From an optimization exercise on the open Yosys and OpenROAD flow, aimed at small area and a short achievable clock period; shortcuts taken in it are not production practice.
Function was checked by simulation only, so behaviour that the tests miss may differ from the original.
No driver is modelled on the clock port, so clocking that relies on it looks cheaper here than on a real chip.

## v6
==> flow/design.v <==
package clk_mgmt_pkg;
  localparam int DRP_ADDR_W      = 7;
  localparam int DRP_DATA_W      = 16;
  localparam int DRP_DEPTH       = 128;
  localparam int PS_PHASE_W      = 9;
  localparam int DEF_DRP_LATENCY = 4;
  localparam int DEF_PS_LATENCY  = 12;
  localparam int DEF_PS_PERIOD   = 448;    
  localparam int DEF_LOCK_CYCLES = 64;
  typedef enum logic {
    DRP_IDLE = 1'b0,
    DRP_BUSY = 1'b1
  } drp_state_e;
  typedef enum logic {
    PS_IDLE = 1'b0,
    PS_BUSY = 1'b1
  } ps_state_e;
  function automatic logic [PS_PHASE_W-1:0] ps_next_phase(
    input logic [PS_PHASE_W-1:0] phase,
    input logic                  inc,
    input int                    period
  );
    logic [PS_PHASE_W-1:0] last;
    last = PS_PHASE_W'(period - 1);
    if (inc) ps_next_phase = (phase == last) ? '0 : phase + 1'b1;
    else     ps_next_phase = (phase == '0)   ? last : phase - 1'b1;
  endfunction
endpackage
module mmcm_ps_engine (
  input  logic                  clk_i,
  input  logic                  rst_n_i,
  input  logic                  ps_en_i,
  input  logic                  ps_incdec_i,
  input  logic                  locked_i,
  input  logic                  abort_i,
  output logic                  ps_done_o,
  output logic [clk_mgmt_pkg::PS_PHASE_W-1:0] ps_phase_o,
  output logic                  ps_err_o
);
  localparam int PW = clk_mgmt_pkg::PS_PHASE_W;
  logic          busy_q;
  logic [3:0]    cnt_q;      
  logic          inc_q;
  logic          done_q;
  logic          err_q;
  logic [PW-1:0] phase_q;
  logic          fin;
  logic          kill;
  assign kill = ~rst_n_i | abort_i;
  assign fin  = busy_q & (cnt_q == 4'd10);
  always_ff @(posedge clk_i) begin
    cnt_q  <= busy_q ? cnt_q + 1'b1 : 4'd0;
    if (!busy_q) inc_q <= ps_incdec_i;
    busy_q <= ~kill & (busy_q ? ~fin : (ps_en_i & locked_i));
    done_q <= ~kill & fin;
    err_q  <= rst_n_i & (err_q | (ps_en_i & (abort_i | busy_q | ~locked_i)));
    if (kill)     phase_q <= '0;
    else if (fin) phase_q <= clk_mgmt_pkg::ps_next_phase(phase_q, inc_q, clk_mgmt_pkg::DEF_PS_PERIOD);
  end
  assign ps_done_o  = done_q;
  assign ps_phase_o = phase_q;
  assign ps_err_o   = err_q;
endmodule
module mmcm_drp_ps_responder (
  input  logic                  clk_usb_i,
  input  logic                  reset_n_i,
  input  logic [clk_mgmt_pkg::DRP_ADDR_W-1:0] drp_addr_i,
  input  logic                  drp_den_i,
  input  logic                  drp_dwe_i,
  input  logic [clk_mgmt_pkg::DRP_DATA_W-1:0] drp_din_i,
  output logic [clk_mgmt_pkg::DRP_DATA_W-1:0] drp_dout_o,
  output logic                  drp_drdy_o,
  input  logic                  ps_en_i,
  input  logic                  ps_incdec_i,
  output logic                  ps_done_o,
  output logic [clk_mgmt_pkg::PS_PHASE_W-1:0] ps_phase_o,
  input  logic                  lock_reset_i,
  output logic                  locked_o,
  output logic                  drp_err_o,
  output logic                  ps_err_o
);
  localparam int AW = clk_mgmt_pkg::DRP_ADDR_W;
  localparam int DW = clk_mgmt_pkg::DRP_DATA_W;
  localparam int ND = clk_mgmt_pkg::DRP_DEPTH;
  logic          s1_q, s2_q, s3_q;               
  logic          busy;
  logic          accept;
  logic [AW-1:0] addr_q;
  logic          we_q;
  logic [DW-1:0] din_q;
  logic [DW-1:0] dout_q;
  logic          drdy_q;
  logic          drp_err_q;
  assign busy   = s1_q | s2_q | s3_q;
  assign accept = reset_n_i & drp_den_i & ~busy;
  always_ff @(posedge clk_usb_i) begin
    s1_q      <= accept;
    s2_q      <= reset_n_i & s1_q;
    s3_q      <= reset_n_i & s2_q;
    drdy_q    <= reset_n_i & s3_q;
    drp_err_q <= reset_n_i & (drp_err_q | (drp_den_i & busy));
    din_q     <= reset_n_i ? drp_din_i : '0;    
    if (!busy) begin
      addr_q <= drp_addr_i;
      we_q   <= drp_dwe_i;
    end
  end
  logic [7:0]  lo_hit;
  logic [15:0] hi_hit;
  always_comb begin
    for (int i = 0; i < 8; i++)  lo_hit[i] = (addr_q[2:0] == 3'(i));
    for (int j = 0; j < 16; j++) hi_hit[j] = (addr_q[6:3] == 4'(j));
  end
  logic [ND-1:0][DW-1:0] image_q;
  logic [DW-1:0]         wdat;
  logic                  wr_acc;
  logic [7:0]            wlo_n_q;                
  logic [15:0]           whi_n_q;                
  logic [ND-1:0]         wen;
  assign wr_acc = accept & drp_dwe_i;
  assign wdat   = din_q;
  always_ff @(posedge clk_usb_i) begin
    for (int i = 0; i < 8; i++)
      wlo_n_q[i] <= reset_n_i & (drp_addr_i[2:0] != 3'(i));
    for (int j = 0; j < 16; j++)
      whi_n_q[j] <= reset_n_i & ~(wr_acc & (drp_addr_i[6:3] == 4'(j)));
  end
  always_comb begin
    for (int w = 0; w < ND; w++) wen[w] = ~(wlo_n_q[w % 8] | whi_n_q[w / 8]);
  end
  always_ff @(posedge clk_usb_i) begin
    for (int w = 0; w < ND; w++) begin
      if (wen[w]) image_q[w] <= wdat;
    end
  end
  logic [7:0]    lo_n_q;
  logic [15:0]   hi_n_q;
  logic [ND-1:0] sel;
  logic [DW-1:0] rd;
  always_ff @(posedge clk_usb_i) begin
    lo_n_q <= ~lo_hit;
    hi_n_q <= ~hi_hit;
  end
  always_comb begin
    for (int w = 0; w < ND; w++) sel[w] = ~(lo_n_q[w % 8] | hi_n_q[w / 8]);
  end
  localparam int NQ = 4;
  localparam int NH = ND / NQ;
  logic [NQ-1:0][DW-1:0] part_n_d, part_n_q;
  generate
    for (genvar h = 0; h < NQ; h++) begin : g_part
      for (genvar b = 0; b < DW; b++) begin : g_bit
        logic [NH-1:0] col;
        for (genvar w = 0; w < NH; w++) begin : g_w
          assign col[w] = image_q[h * NH + w][b];
        end
        drp_rd_col #(.N(NH)) u_col (.sel_i(sel[h * NH +: NH]), .dat_i(col), .bit_no(part_n_d[h][b]));
      end
    end
  endgenerate
  always_ff @(posedge clk_usb_i) part_n_q <= part_n_d;
  assign rd = ~part_n_q[addr_q[AW-1 -: 2]];
  always_ff @(posedge clk_usb_i) begin
    dout_q <= (reset_n_i & s3_q & ~we_q) ? rd : '0;
  end
  logic [5:0] lock_cnt_q;
  logic       locked_q;
  logic       lock_clr;
  logic       lock_full;
  assign lock_clr  = ~reset_n_i | lock_reset_i;
  assign lock_full = &lock_cnt_q;
  always_ff @(posedge clk_usb_i) begin
    if (lock_clr) begin
      lock_cnt_q <= '0;
      locked_q   <= 1'b0;
    end else begin
      if (!lock_full) lock_cnt_q <= lock_cnt_q + 1'b1;
      locked_q <= lock_full;
    end
  end
  mmcm_ps_engine u_ps (
    .clk_i       (clk_usb_i),
    .rst_n_i     (reset_n_i),
    .ps_en_i     (ps_en_i),
    .ps_incdec_i (ps_incdec_i),
    .locked_i    (locked_q),
    .abort_i     (lock_reset_i),
    .ps_done_o   (ps_done_o),
    .ps_phase_o  (ps_phase_o),
    .ps_err_o    (ps_err_o)
  );
  assign drp_dout_o = dout_q;
  assign drp_drdy_o = drdy_q;
  assign drp_err_o  = drp_err_q;
  assign locked_o   = locked_q;
endmodule
module drp_rd_col #(
  parameter int N = 32
) (
  input  logic [N-1:0] sel_i,
  input  logic [N-1:0] dat_i,
  output logic         bit_no
);
  localparam int N3 = N / 3;
  localparam int NR = N % 3;
  logic [N3+NR-1:0] leaf_n;
  generate
    for (genvar k = 0; k < N3; k++) begin : g_aoi3
      drp_rd_aoi3 u_aoi (.sel_i(sel_i[3*k +: 3]), .dat_i(dat_i[3*k +: 3]), .y_no(leaf_n[k]));
    end
    for (genvar r = 0; r < NR; r++) begin : g_rest
      assign leaf_n[N3 + r] = ~(sel_i[3*N3 + r] & dat_i[3*N3 + r]);
    end
  endgenerate
  assign bit_no = &leaf_n;
endmodule
module drp_rd_aoi3 (
  input  logic [2:0] sel_i,
  input  logic [2:0] dat_i,
  output logic       y_no
);
  assign y_no = ~|(sel_i & dat_i);
endmodule
clock: 6.5 ns
lec_check: 0
cap_margin: 20
core_margin: 2
core_utilization: 60
place_density: 0.7
setup_slack_margin: 4.2
slew_margin: 20
synth_hierarchical: 1
standard.sh (not shown) runs the stock make flow with config.mk's settings and CLKGATE_MAP_FILE= SYNTH_SCRIPT=/design/flow/synth_recipe.tcl, a recipe that flattens the netlist after the stock synthesis.
==> flow/flow/run.sh <==
#!/bin/bash
# Own layout flow: the standard ORFS flow (standard.sh), with two changes
# made at the start of ORFS's CTS step by flow/clock_tree.tcl (through ORFS's
# PRE_CTS_TCL hook):
#  * each output register is moved next to its output port buffer;
#  * the clock tree is built by hand: a balanced two-level tree (the clock
#    port feeds 4 quadrant root buffers, each root feeds leaf buffers of at
#    most 28 flip-flops); TritonCTS then skips the nets it built.
# Everything else, including synthesis, is standard.sh's. make's full output
# goes to standard.log in the work folder; ORFS writes each step's own log
# under orfs/logs/.
set -euo pipefail
export PRE_CTS_TCL="$PWD/flow/clock_tree.tcl"
bash standard.sh > standard.log 2>&1
==> flow/flow/clock_tree.tcl <==
# Run at the start of ORFS's CTS step (PRE_CTS_TCL hook), on the placed design.
# 1. Each flip-flop that drives an output port's buffer is moved next to that
#    buffer (detailed placement legalizes it afterwards).
# 2. A balanced two-level clock tree: the clock port feeds one root buffer per
#    quadrant of the sinks; each root drives the leaf buffers of its quadrant;
#    each leaf drives a compact group of at most LEAF_MAX flip-flop clock pins.
#    Every sink sees the same two buffer levels. TritonCTS is then told to
#    skip the nets built here.
set LEAF_MAX 28
set BUF sky130_fd_sc_hd__clkbuf_16

set block [ord::get_db_block]
set db [ord::get_db]
set master [$db findMaster $BUF]
set clk_net [$block findNet clk_usb_i]

# Output registers: put each flip-flop that drives an output port's buffer
# next to that buffer, so the register-to-port wire is short. Detailed
# placement legalizes the moved cells afterwards.
foreach bt [$block getBTerms] {
  if {[$bt getIoType] ne "OUTPUT"} continue
  set onet [$bt getNet]
  set obuf ""
  foreach it [$onet getITerms] { if {[$it isOutputSignal]} { set obuf [$it getInst] } }
  if {$obuf eq ""} continue
  set bnet ""
  foreach it [$obuf getITerms] { if {[$it isInputSignal]} { set bnet [$it getNet] } }
  if {$bnet eq "" || $bnet eq "NULL"} continue
  set drv ""
  foreach it [$bnet getITerms] { if {[$it isOutputSignal]} { set drv [$it getInst] } }
  if {$drv eq "" || ![[$drv getMaster] isSequential]} continue
  set loc [$obuf getLocation]
  $drv setLocation [lindex $loc 0] [lindex $loc 1]
  puts "clock_tree: moved [$drv getName] next to [$obuf getName]"
}

# sinks: every ITerm on the clock net except the port itself
set sinks {}
foreach it [$clk_net getITerms] {
  set inst [$it getInst]
  set bb [$inst getBBox]
  set x [expr {([$bb xMin] + [$bb xMax]) / 2}]
  set y [expr {([$bb yMin] + [$bb yMax]) / 2}]
  lappend sinks [list $it $x $y]
}
set n [llength $sinks]
puts "clock_tree: $n sinks"

# quadrant split at the median x, then the median y of each half
set sx [lsort -integer -index 1 $sinks]
set h [expr {$n / 2}]
set halves [list [lrange $sx 0 [expr {$h - 1}]] [lrange $sx $h end]]
set quads {}
foreach half $halves {
  set sy [lsort -integer -index 2 $half]
  set m [expr {[llength $sy] / 2}]
  lappend quads [lrange $sy 0 [expr {$m - 1}]] [lrange $sy $m end]
}

proc centroid {pts} {
  set sx 0; set sy 0
  foreach p $pts { set sx [expr {$sx + [lindex $p 1]}]; set sy [expr {$sy + [lindex $p 2]}] }
  set k [llength $pts]
  return [list [expr {$sx / $k}] [expr {$sy / $k}]]
}

proc make_buf {block master name xy} {
  set inst [odb::dbInst_create $block $master $name]
  $inst setLocation [lindex $xy 0] [lindex $xy 1]
  $inst setPlacementStatus PLACED
  return $inst
}

set skip {}
set qi 0
foreach q $quads {
  set qn [llength $q]
  set k [expr {($qn + $LEAF_MAX - 1) / $LEAF_MAX}]
  set strips [expr {max(1, int(round(sqrt($k))))}]
  # split the quadrant into horizontal strips of equal count, each strip into
  # runs along x of at most LEAF_MAX sinks
  set sq [lsort -integer -index 2 $q]
  set groups {}
  for {set s 0} {$s < $strips} {incr s} {
    set a [expr {$s * $qn / $strips}]
    set b [expr {($s + 1) * $qn / $strips - 1}]
    set strip [lsort -integer -index 1 [lrange $sq $a $b]]
    set sn [llength $strip]
    set g [expr {($sn + $LEAF_MAX - 1) / $LEAF_MAX}]
    for {set j 0} {$j < $g} {incr j} {
      set c [expr {$j * $sn / $g}]
      set d [expr {($j + 1) * $sn / $g - 1}]
      lappend groups [lrange $strip $c $d]
    }
  }
  set leaf_xy {}
  foreach g $groups { lappend leaf_xy [centroid [lmap p $g {list x {*}[lrange $p 1 2]}]] }
  set root_xy [centroid [lmap p $leaf_xy {list x {*}$p}]]
  set rname "clkroot_$qi"
  set root [make_buf $block $master $rname $root_xy]
  [$root findITerm A] connect $clk_net
  set rnet [odb::dbNet_create $block "clknet_root_$qi"]
  $rnet setSigType CLOCK
  [$root findITerm X] connect $rnet
  lappend skip "clknet_root_$qi"
  set li 0
  foreach g $groups xy $leaf_xy {
    set lname "clkleaf_${qi}_$li"
    set leaf [make_buf $block $master $lname $xy]
    [$leaf findITerm A] connect $rnet
    set lnet [odb::dbNet_create $block "clknet_leaf_${qi}_$li"]
    $lnet setSigType CLOCK
    [$leaf findITerm X] connect $lnet
    foreach p $g {
      set it [lindex $p 0]
      $it disconnect
      $it connect $lnet
    }
    lappend skip "clknet_leaf_${qi}_$li"
    incr li
  }
  puts "clock_tree: quadrant $qi: $qn sinks, [llength $groups] leaves"
  incr qi
}
lappend skip clk_usb_i
set_cts_config -skip_nets $skip
set_propagated_clock [all_clocks]
Relative to v6, the following input files were edited for v7:
-- flow/flow/run.sh --
<<< v6, line 7
#    port feeds 4 quadrant root buffers, each root feeds leaf buffers of at
#    most 28 flip-flops); TritonCTS then skips the nets it built.
# Everything else, including synthesis, is standard.sh's. make's full output
>>> v7, line 7
#    port feeds 4 quadrant root buffers, each root feeds leaf buffers of at
#    most 24 flip-flops); TritonCTS then skips the nets it built.
# Everything else, including synthesis, is standard.sh's. make's full output
-- flow/flow/clock_tree.tcl --
<<< v6, line 8
#    skip the nets built here.
set LEAF_MAX 28
set BUF sky130_fd_sc_hd__clkbuf_16
>>> v7, line 8
#    skip the nets built here.
set LEAF_MAX 24
set BUF sky130_fd_sc_hd__clkbuf_16
--- outcome ---
Between v6 and v7, the cell count went up. ~same hold slack in v6 and v7. Compared v7 against v6; total of endpoints with negative setup slack in the final report within noise. Of the two values seen for last element of the critical path, ps_phase_o[5] was produced by v6 and ps_phase_o[8] by v7. The core of v7 is more densely filled than that of v6. Diff v6 and v7: number of gates given a new drive strength after cts higher in v6.

[afterwards: timing with drivers on the ports]
The flow's constraints put no driver on any port. The routed layouts listed below were extracted and timed again, unchanged, in two steps. Step 1, drivers: a clkbuf_16 drives clk_usb_i and a buf_2 each remaining input, both assumed. Step 2 adds t to the input delays and takes it off the output delays; t is the mean of the earliest and latest rising clock arrival at the registers after step 1. Input paths then give back, and output paths get back, about the clock's delay inside the block. a / b / c = ideal / step 1 / step 2; a / b = the first two.
| run | t, ns | setup WS [ns] | worst setup path at the end | worst slew at a driven data input, ns |
|---|---|---|---|---|
| v6 | 0.726 | 4.154 / 3.990 / 3.692 | input to register | 0.08 |
| v7 | 0.770 | 4.111 / 3.942 / 3.695 | input to register | 0.08 |
After both steps every run listed still meets setup and hold. For v6, which loses most, drivers alone change the setup slack by -0.164 ns; drivers and shift together by -0.462 ns.
